Source: an optimization exercise on an open RTL-to-GDS flow (aim: small area, a short achievable clock period and few clock cycles per item). Production flows keep margins and buffers that such runs may drop. In this exercise RTL edits were held to simulation tests only and were not proved equivalent to the original.

==> build 9 <==
Design hilo_unit_top, start of the top module:
module hilo_unit_top (
    input  logic               clk,
    input  logic               rst,
    input  logic               op_valid,
    input  hilo_pkg::hilo_op_t op,
    input  hilo_pkg::word_t    rs_value,
    input  hilo_pkg::word_t    rt_value,
    output logic               div_busy,
    output logic               rd_valid,
    output hilo_pkg::word_t    rd_data
);
Settings: LEC_CHECK=0, ABC_CLOCK_PERIOD_IN_PS=4300, CAP_MARGIN=20, CORE_MARGIN=2, CORE_UTILIZATION=55, SETUP_SLACK_MARGIN=4.5, SLEW_MARGIN=20; clock period 9.0 ns.
run.sh (not shown) runs the stock make flow with config.mk's settings and CLKGATE_MAP_FILE= SYNTH_SCRIPT=/design/flow/synth_recipe.tcl, a recipe that flattens the netlist after the stock synthesis.
==> inputs of trial 64, as changes to build 9 <==
--- a/flow/design.v
+++ b/flow/design.v
@@ -1131,12 +1131,41 @@
         end
         v5 = v4[1] | v4[0];
         n5 = v4[1] ? {1'b0, n4[7:4]} : {1'b1, n4[3:0]};
     end
     assign n = v5 ? {1'b0, n5} : 6'd32;
 endmodule
+module sk_add #(
+    parameter int W = 32
+) (
+    input  logic [W-1:0] a,
+    input  logic [W-1:0] b,
+    input  logic         cin,
+    output logic [W-1:0] s
+);
+    localparam int N = W + 1;              
+    localparam int L = $clog2(N);
+    logic [N-1:0] g [L+1];
+    logic [N-1:0] p [L+1];
+    always_comb begin
+        g[0] = {a & b, cin};
+        p[0] = {a ^ b, 1'b0};
+        for (int l = 0; l < L; l++) begin
+            for (int i = 0; i < N; i++) begin
+                if (((i >> l) & 1) == 1) begin
+                    g[l+1][i] = g[l][i] | (p[l][i] & g[l][((i >> l) << l) - 1]);
+                    p[l+1][i] = p[l][i] & p[l][((i >> l) << l) - 1];
+                end else begin
+                    g[l+1][i] = g[l][i];
+                    p[l+1][i] = p[l][i];
+                end
+            end
+        end
+    end
+    assign s = (a ^ b) ^ g[L][W-1:0];
+endmodule
 `timescale 1ns/10ps
 module hilo_unit_top (
     input  logic               clk,
     input  logic               rst,
     input  logic               op_valid,
     input  hilo_pkg::hilo_op_t op,
@@ -1271,15 +1300,15 @@
     logic [35:0] t1;
     logic [35:0] t2;
     logic [35:0] t3;
     logic [1:0]  qd;
     logic [31:0] rem_nx;
     assign sh2 = {2'b00, s_q[63:32], s_q[31:30]};
-    assign t1  = sh2 + {{3{a_q[32]}}, a_q} + {35'd0, cin_q};
-    assign t2  = sh2 + {{2{a_q[32]}}, a_q, cin_q} + {35'd0, cin_q};
-    assign t3  = sh2 + {b_q[34], b_q[34:0]};
+    sk_add #(.W(36)) u_t1 (.a(sh2), .b({{3{a_q[32]}}, a_q}),        .cin(cin_q), .s(t1));
+    sk_add #(.W(36)) u_t2 (.a(sh2), .b({{2{a_q[32]}}, a_q, cin_q}), .cin(cin_q), .s(t2));
+    sk_add #(.W(36)) u_t3 (.a(sh2), .b({b_q[34], b_q[34:0]}),      .cin(1'b0),  .s(t3));
     always_comb begin
         if (!t3[35]) begin
             qd     = 2'd3;
             rem_nx = t3[31:0];
         end else if (!t2[35]) begin
             qd     = 2'd2;
@@ -1296,13 +1325,13 @@
     logic [64:0] wb_y;
     logic [64:0] wb_sum;
     logic [31:0] wb_hi;
     logic [31:0] wb_lo;
     assign wb_x   = {s_q[63:32] ^ {32{wbrn_q}}, !wbdiv_q || wbrn_q, s_q[31:0] ^ {32{wbqn_q}}};
     assign wb_y   = {c_q[63:32], wbrn_q, c_q[31:0]};
-    assign wb_sum = wb_x + wb_y + {64'd0, wbqn_q};
+    sk_add #(.W(65)) u_wb (.a(wb_x), .b(wb_y), .cin(wbqn_q), .s(wb_sum));
     assign wb_hi  = wb_sum[64:33];
     assign wb_lo  = wb_sum[31:0];
     logic eng_act;
     logic eng_act_q;             
     assign eng_act = eng_act_q;
     always_ff @(posedge clk) begin
@@ -1369,29 +1398,26 @@
             mvhi_q <= (op == hilo_pkg::op_mthi);
             mvlo_q <= (op == hilo_pkg::op_mtlo);
         end
         if (acc_mul) begin
             a_q   <= {op_sgn && mcand_in[31], mcand_in};
             b_q   <= {3'd0, mplier_in};
-            j_q   <= op[2] ? 2'd0 : t_in;
-            dig_q <= dig_d;
         end else if (acc_div) begin
             a_q     <= bneg_in ? {1'b1, rt_value} : ~{1'b0, rt_value};
             cin_q   <= !bneg_in;
             b_q     <= {3'd0, rs_value};
             aneg_q  <= aneg_in;
             qneg_q  <= op_sgn && (rs_value[31] ^ rt_value[31]);
             rneg_q  <= aneg_in;
-            za_q    <= za - {5'd0, aneg_in};     
-            nzb_q   <= {zb[5], ~zb[4:0]};    
-        end else if (mul_q) begin
-            j_q   <= j_nx;
-            dig_q <= dig_d;
         end else if (setup_q) begin
             b_q   <= d3;
         end
+        j_q   <= !acc_mul ? j_nx : op[2] ? 2'd0 : t_in;
+        dig_q <= dig_d;
+        za_q  <= za - {5'd0, aneg_in};           
+        nzb_q <= {zb[5], ~zb[4:0]};              
         if (setup_q) begin
             s_q <= norm;
         end else if (step_q) begin
             s_q <= {rem_nx, s_q[29:0], qd};
         end else begin
             s_q <= s_mul;
@@ -1463,16 +1489,16 @@
             end else begin
                 rq_v  <= v1;
                 rq_hi <= hi1;
                 rq_w  <= w1;
             end
         end
-        if (head_rdy) begin
-            rd_data_q <= rq_hi[0] ? hi_q : lo_q;
-        end else if (head_fwd) begin
+        if (head_fwd) begin
             rd_data_q <= rq_hi[0] ? hi_new : lo_new;
+        end else begin
+            rd_data_q <= rq_hi[0] ? hi_q : lo_q;
         end
     end
     assign rd_valid = rd_valid_q;
     assign rd_data  = rd_data_q;
-    assign div_busy = blk_rd || (busy_q && !(op[2] && op[1]));
+    assign div_busy = (op[2:1] == 2'b11) ? blk_rd : blk_md;
 endmodule
CORE_UTILIZATION = 40   (was 55)
CTS_BUF_LIST = sky130_fd_sc_hd__clkbuf_8   (was not set)
SETUP_SLACK_MARGIN = 4.6   (was 4.5)
==> summary of the runs <==
- Between trial 64 and build 9, the lower non-clock buffer count is in trial 64 (gap 5).
==> figures <==
metric	build 9	trial 64
Run status	complete, no violations	complete, no violations
Post-synthesis sequential area ratio	0.207	0.209
Cell area after technology mapping	40900 sq um	37700 sq um
Post-CTS sizing	125	99
Post-Place Worst Slack	1.99 ns	3.11 ns
Worst-case clock skew	0.0216 ns	0.0524 ns
Worst Hold Launch	lo_q[27]	hi_q[16]
Register area	8470 sq um	7900 sq um
Final Wtd Congestion	1.05	1.04
Testbench counts of build 9, summed over its fixed seeds: cycles 6,524, items 4,660.
Testbench counts of trial 64, summed over its fixed seeds: cycles 6,524, items 4,660.

==> afterwards: timing with drivers on the ports <==
In the flow no input, the clock included, has a driving cell. The finished layouts below were timed again as built, in two steps. Step 1, drivers: a clkbuf_16 drives clk and a buf_2 each remaining input, both assumed. Step 2 times the ports against the registers' clock, not the clock port: input delays grow and output delays shrink by t, the midpoint of the rising clock arrivals with the driver on. Slacks: ideal / step 1 / step 2; pairs: ideal / step 1.
| run | t, ns | slack for setup (ns) | worst setup path at the end | cell pins on the clock port's net |
|---|---|---|---|---|
| build 9 | 0.677 | 4.494 / 4.455 / 3.961 | input to register | 1 |
| trial 64 | 0.778 | 4.579 / 4.559 / 4.023 | input to register | 1 |
After both steps setup and hold are still met in every run listed. The setup slack of trial 64, which loses most, moves by -0.020 ns with the drivers and by -0.556 ns with both steps.
